Background: an optimization exercise with open tools, aiming at small area and a short achievable clock period. Do not read the settings as production practice.
In this exercise RTL edits were held to simulation tests only and were not proved equivalent to the original.
Power and IR drop assume default switching activity.

==> module reg_file, before the edit <==
module reg_file (
    input  wire logic            clk,
    input  wire logic            rst,
    input  wire logic [4:0]      rs1_addr,
    input  wire logic [4:0]      rs2_addr,
    input  wire logic            rs1_fwd,
    input  wire logic            rs2_fwd,
    input  wire logic            rs1_en,
    input  wire logic            rs2_en,
    input  wire logic [XLEN-1:0] fwd_data,
    input  wire logic [XLEN-1:0] imm,
    input  wire logic [4:0]      debug_addr,
    input  wire logic            wr_en,
    input  wire logic [4:0]      wr_addr,
    input  wire logic [XLEN-1:0] wr_data,
    output logic      [XLEN-1:0] rs1_data,
    output logic      [XLEN-1:0] rs2_data,
    output logic      [XLEN-1:0] debug_data
);
    logic [31:1][XLEN-1:0] regs;
    logic [XLEN-1:0]       wd;
    logic [31:1]           we;
    logic [1:0][31:1]      sel1;
    logic [1:0][31:1]      sel2;
    logic [3:0][31:1]      seld;
    assign wd = rst ? '0 : wr_data;
    always_comb begin
        for (int i = 1; i < 32; i++) begin
            we[i] = rst || (wr_en && wr_addr == 5'(i));
        end
    end
    for (genvar g = 1; g < 32; g++) begin : g_reg
        always_ff @(posedge clk) begin
            if (we[g]) begin
                regs[g] <= wd;
            end
        end
    end
    rf_decode #(.KILL(1'b1), .COPIES(2)) u_dec1 (.addr(rs1_addr), .kill(rs1_fwd), .sel(sel1));
    rf_decode #(.KILL(1'b1), .COPIES(2)) u_dec2 (.addr(rs2_addr), .kill(rs2_fwd), .sel(sel2));
    rf_decode #(.KILL(1'b0), .COPIES(4)) u_decd (.addr(debug_addr), .kill(1'b0), .sel(seld));
    for (genvar b = 0; b < XLEN; b++) begin : g_bit
        logic [31:1] col;
        for (genvar g = 1; g < 32; g++) begin : g_col
            assign col[g] = regs[g][b];
        end
        rf_read_bit #(.MODE(1)) u_rd1 (
            .d(col), .sel(sel1[b / 16]), .x(fwd_data[b]), .x_sel(rs1_fwd), .en(rs1_en),
            .o(1'b0), .y(rs1_data[b])
        );
        rf_read_bit #(.MODE(2)) u_rd2 (
            .d(col), .sel(sel2[b / 16]), .x(fwd_data[b]), .x_sel(rs2_fwd), .en(rs2_en),
            .o(imm[b]), .y(rs2_data[b])
        );
        rf_read_bit #(.MODE(0)) u_rdd (
            .d(col), .sel(seld[b / 8]), .x(1'b0), .x_sel(1'b0), .en(1'b1), .o(1'b0),
            .y(debug_data[b])
        );
    end
endmodule
==> flow/config.mk <==
export PLATFORM = sky130hd
export DESIGN_NAME = mini_core
export DESIGN_NICKNAME = mini_core
export VERILOG_FILES = /design/flow/design.v
export SDC_FILE = /design/flow/constraint.sdc
export NUM_CORES = 4
export LEC_CHECK = 0
export CAP_MARGIN = 20
export CORE_MARGIN = 2
export CORE_UTILIZATION = 35
export CTS_BUF_LIST = sky130_fd_sc_hd__clkbuf_8
export CTS_CLUSTER_DIAMETER = 50
export CTS_CLUSTER_SIZE = 12
export PLACE_DENSITY = 0.5
export SETUP_SLACK_MARGIN = 2.8
export SLEW_MARGIN = 20
export SYNTH_HIERARCHICAL = 1
==> flow/constraint.sdc <==
create_clock -name core_clock -period 7.5 [get_ports {clk}]
set_input_delay 1.5000 -clock core_clock [delete_from_list [all_inputs] [get_ports {clk}]]
set_output_delay 1.5000 -clock core_clock [all_outputs]
set_load 0.01 [all_outputs]
standard.sh (not shown) runs the stock make flow with config.mk's settings and CLKGATE_MAP_FILE= SYNTH_SCRIPT=/design/flow/synth_recipe.tcl, a recipe that flattens the netlist after the stock synthesis.
==> flow/flow/run.sh <==
#!/bin/bash
set -euo pipefail
cd "$(dirname "$0")/.."
export CTS_ARGS="-sink_clustering_enable -repair_clock_nets -sink_clustering_size 12 -sink_clustering_max_diameter 50 -buf_list sky130_fd_sc_hd__clkbuf_8 -dont_use_dummy_load"
bash standard.sh > standard.log 2>&1
Then changed:
--- a/flow/design.v
+++ b/flow/design.v
@@ -221,6 +221,6 @@
     logic [XLEN-1:0]       wd;
     logic [31:1]           we;
-    logic [1:0][31:1]      sel1;
-    logic [1:0][31:1]      sel2;
+    logic [0:0][31:1]      sel1;
+    logic [0:0][31:1]      sel2;
     logic [3:0][31:1]      seld;
     assign wd = rst ? '0 : wr_data;
@@ -237,6 +237,6 @@
         end
     end
-    rf_decode #(.KILL(1'b1), .COPIES(2)) u_dec1 (.addr(rs1_addr), .kill(rs1_fwd), .sel(sel1));
-    rf_decode #(.KILL(1'b1), .COPIES(2)) u_dec2 (.addr(rs2_addr), .kill(rs2_fwd), .sel(sel2));
+    rf_decode #(.KILL(1'b1), .COPIES(1)) u_dec1 (.addr(rs1_addr), .kill(rs1_fwd), .sel(sel1));
+    rf_decode #(.KILL(1'b1), .COPIES(1)) u_dec2 (.addr(rs2_addr), .kill(rs2_fwd), .sel(sel2));
     rf_decode #(.KILL(1'b0), .COPIES(4)) u_decd (.addr(debug_addr), .kill(1'b0), .sel(seld));
     for (genvar b = 0; b < XLEN; b++) begin : g_bit
@@ -246,9 +246,9 @@
         end
         rf_read_bit #(.MODE(1)) u_rd1 (
-            .d(col), .sel(sel1[b / 16]), .x(fwd_data[b]), .x_sel(rs1_fwd), .en(rs1_en),
+            .d(col), .sel(sel1[0]), .x(fwd_data[b]), .x_sel(rs1_fwd), .en(rs1_en),
             .o(1'b0), .y(rs1_data[b])
         );
         rf_read_bit #(.MODE(2)) u_rd2 (
-            .d(col), .sel(sel2[b / 16]), .x(fwd_data[b]), .x_sel(rs2_fwd), .en(rs2_en),
+            .d(col), .sel(sel2[0]), .x(fwd_data[b]), .x_sel(rs2_fwd), .en(rs2_en),
             .o(imm[b]), .y(rs2_data[b])
         );
Outcome:
- The new run ran to the end with no violations
- setup slack is worse by 0.16 ns
- register-to-register slack is better by 0.21 ns
- design area stays flat
- sequential power stays flat
- die area fell by about 0.4%
- clock skew fell by 0.0035 ns
- maximum frequency fell by 3.0%

* * *

mini_core again, from the RTL that the note above started with.
==> module rf_read_bit, before the edit <==
module rf_read_bit #(
    parameter int MODE = 0   
) (
    input  wire logic [31:1] d,
    input  wire logic [31:1] sel,
    input  wire logic        x,
    input  wire logic        x_sel,
    input  wire logic        en,
    input  wire logic        o,
    output logic             y
);
    logic [10:0] t_n;
    for (genvar g = 0; g < 10; g++) begin : g_ao
        rf_ao3 u_ao (
            .a0(d[3*g+1]), .s0(sel[3*g+1]),
            .a1(d[3*g+2]), .s1(sel[3*g+2]),
            .a2(d[3*g+3]), .s2(sel[3*g+3]),
            .y_n(t_n[g])
        );
    end
    if (MODE == 0) begin : g_dbg
        rf_ao1 u_ao (.a0(d[31]), .s0(sel[31]), .y_n(t_n[10]));
        rf_or11 u_or (.t_n(t_n), .y(y));
    end else begin : g_src
        rf_ao2 u_ao (.a0(d[31]), .s0(sel[31]), .a1(x), .s1(x_sel), .y_n(t_n[10]));
        if (MODE == 1) begin : g_rs1
            rf_or11e u_or (.t_n(t_n), .en(en), .y(y));
        end else begin : g_rs2
            rf_or12e u_or (.t_n(t_n), .en(en), .t(o), .y(y));
        end
    end
endmodule
clock: 7.5 ns
lec_check: 0
cap_margin: 20
core_margin: 2
core_utilization: 35
cts_buf_list: sky130_fd_sc_hd__clkbuf_8
cts_cluster_diameter: 50
cts_cluster_size: 12
place_density: 0.5
setup_slack_margin: 2.8
slew_margin: 20
synth_hierarchical: 1
run.sh (not shown) runs the stock make flow with config.mk's settings and CLKGATE_MAP_FILE= SYNTH_SCRIPT=/design/flow/synth_recipe.tcl, a recipe that flattens the netlist after the stock synthesis.
Stock flow here: none of the scripts above is used.
Next try:
--- a/flow/design.v
+++ b/flow/design.v
@@ -163,35 +163,68 @@
     input  wire logic        en,
     input  wire logic        t,
     output logic             y
 );
     assign y = (en && !(&t_n)) || t;
 endmodule
+module rf_ao8 (
+    input  wire logic [7:0] a,
+    input  wire logic [7:0] s,
+    output logic            u_n
+);
+    logic [3:0] t_n;
+    for (genvar k = 0; k < 4; k++) begin : g_pair
+        assign t_n[k] = !((a[2*k] && s[2*k]) || (a[2*k+1] && s[2*k+1]));
+    end
+    assign u_n = &t_n;
+endmodule
+module rf_ao7 (
+    input  wire logic [6:0] a,
+    input  wire logic [6:0] s,
+    output logic            u_n
+);
+    logic [3:0] t_n;
+    for (genvar k = 0; k < 3; k++) begin : g_pair
+        assign t_n[k] = !((a[2*k] && s[2*k]) || (a[2*k+1] && s[2*k+1]));
+    end
+    assign t_n[3] = !(a[6] && s[6]);
+    assign u_n = &t_n;
+endmodule
+module rf_nand4 (
+    input  wire logic [3:0] u_n,
+    output logic            y
+);
+    assign y = !(&u_n);
+endmodule
 module rf_read_bit #(
     parameter int MODE = 0   
 ) (
     input  wire logic [31:1] d,
     input  wire logic [31:1] sel,
     input  wire logic        x,
     input  wire logic        x_sel,
     input  wire logic        en,
     input  wire logic        o,
     output logic             y
 );
     logic [10:0] t_n;
-    for (genvar g = 0; g < 10; g++) begin : g_ao
+    for (genvar g = 0; g < 10 && MODE != 0; g++) begin : g_ao
         rf_ao3 u_ao (
             .a0(d[3*g+1]), .s0(sel[3*g+1]),
             .a1(d[3*g+2]), .s1(sel[3*g+2]),
             .a2(d[3*g+3]), .s2(sel[3*g+3]),
             .y_n(t_n[g])
         );
     end
     if (MODE == 0) begin : g_dbg
-        rf_ao1 u_ao (.a0(d[31]), .s0(sel[31]), .y_n(t_n[10]));
-        rf_or11 u_or (.t_n(t_n), .y(y));
+        logic [3:0] u_n;
+        rf_ao8 u_g0 (.a(d[8:1]),   .s(sel[8:1]),   .u_n(u_n[0]));
+        rf_ao8 u_g1 (.a(d[16:9]),  .s(sel[16:9]),  .u_n(u_n[1]));
+        rf_ao8 u_g2 (.a(d[24:17]), .s(sel[24:17]), .u_n(u_n[2]));
+        rf_ao7 u_g3 (.a(d[31:25]), .s(sel[31:25]), .u_n(u_n[3]));
+        rf_nand4 u_or (.u_n(u_n), .y(y));
     end else begin : g_src
         rf_ao2 u_ao (.a0(d[31]), .s0(sel[31]), .a1(x), .s1(x_sel), .y_n(t_n[10]));
         if (MODE == 1) begin : g_rs1
             rf_or11e u_or (.t_n(t_n), .en(en), .y(y));
         end else begin : g_rs2
             rf_or12e u_or (.t_n(t_n), .en(en), .t(o), .y(y));
- The changed run completed with no timing, DRC or antenna violations
- cell area is higher by 2.6%
- clock power rises by 5.2%
- total power climbs by 2.2%
- die area is higher by 1.2%
- core utilization came out higher by 0.54 points
- final cell count rose by 4.5%
- global-route usage increases by 1.3 points
- count of clock-buffer cells in the layout went up by 12
- worst setup slack degrades by 0.049 ns
- non-clock buffer count went up by 105
- clock skew drops by 0.027 ns

re-timing with driven ports:
Ports are ideal in the flow. The routed layouts listed here were re-timed in OpenROAD. Step 1 assumes that a clkbuf_16 drives the clock port and a buf_2 every other input. Step 2, shift: input delay + t, output delay - t, t = (earliest + latest rising clock arrival at the registers) / 2. This alone moves slack from input paths to output paths. a / b / c = no drivers / after step 1 / after step 2; a / b = the first two.
| run | t, ns | setup WS [ns] | hold slack, ns | worst data-port slew with drivers (ns) | cell pins on the clock port's net |
|---|---|---|---|---|---|
| the first run of note 1 | 0.980 | 2.455 / 2.349 / 1.834 | 0.325 / 0.325 / 0.325 | 0.18 | 1 |
| the second run of note 1 | 0.957 | 2.298 / 2.237 / 1.823 | 0.326 / 0.326 / 0.326 | 0.06 | 1 |
| the first run of note 2 | 1.006 | 2.457 / 2.351 / 1.787 | 0.329 / 0.329 / 0.329 | 0.20 | 1 |
| the second run of note 2 | 0.992 | 2.407 / 2.319 / 1.765 | 0.329 / 0.329 / 0.329 | 0.11 | 1 |
After both steps every run listed still meets setup and hold. For the first run of note 2, which loses most, drivers alone change the setup slack by -0.106 ns; drivers and shift together by -0.670 ns.
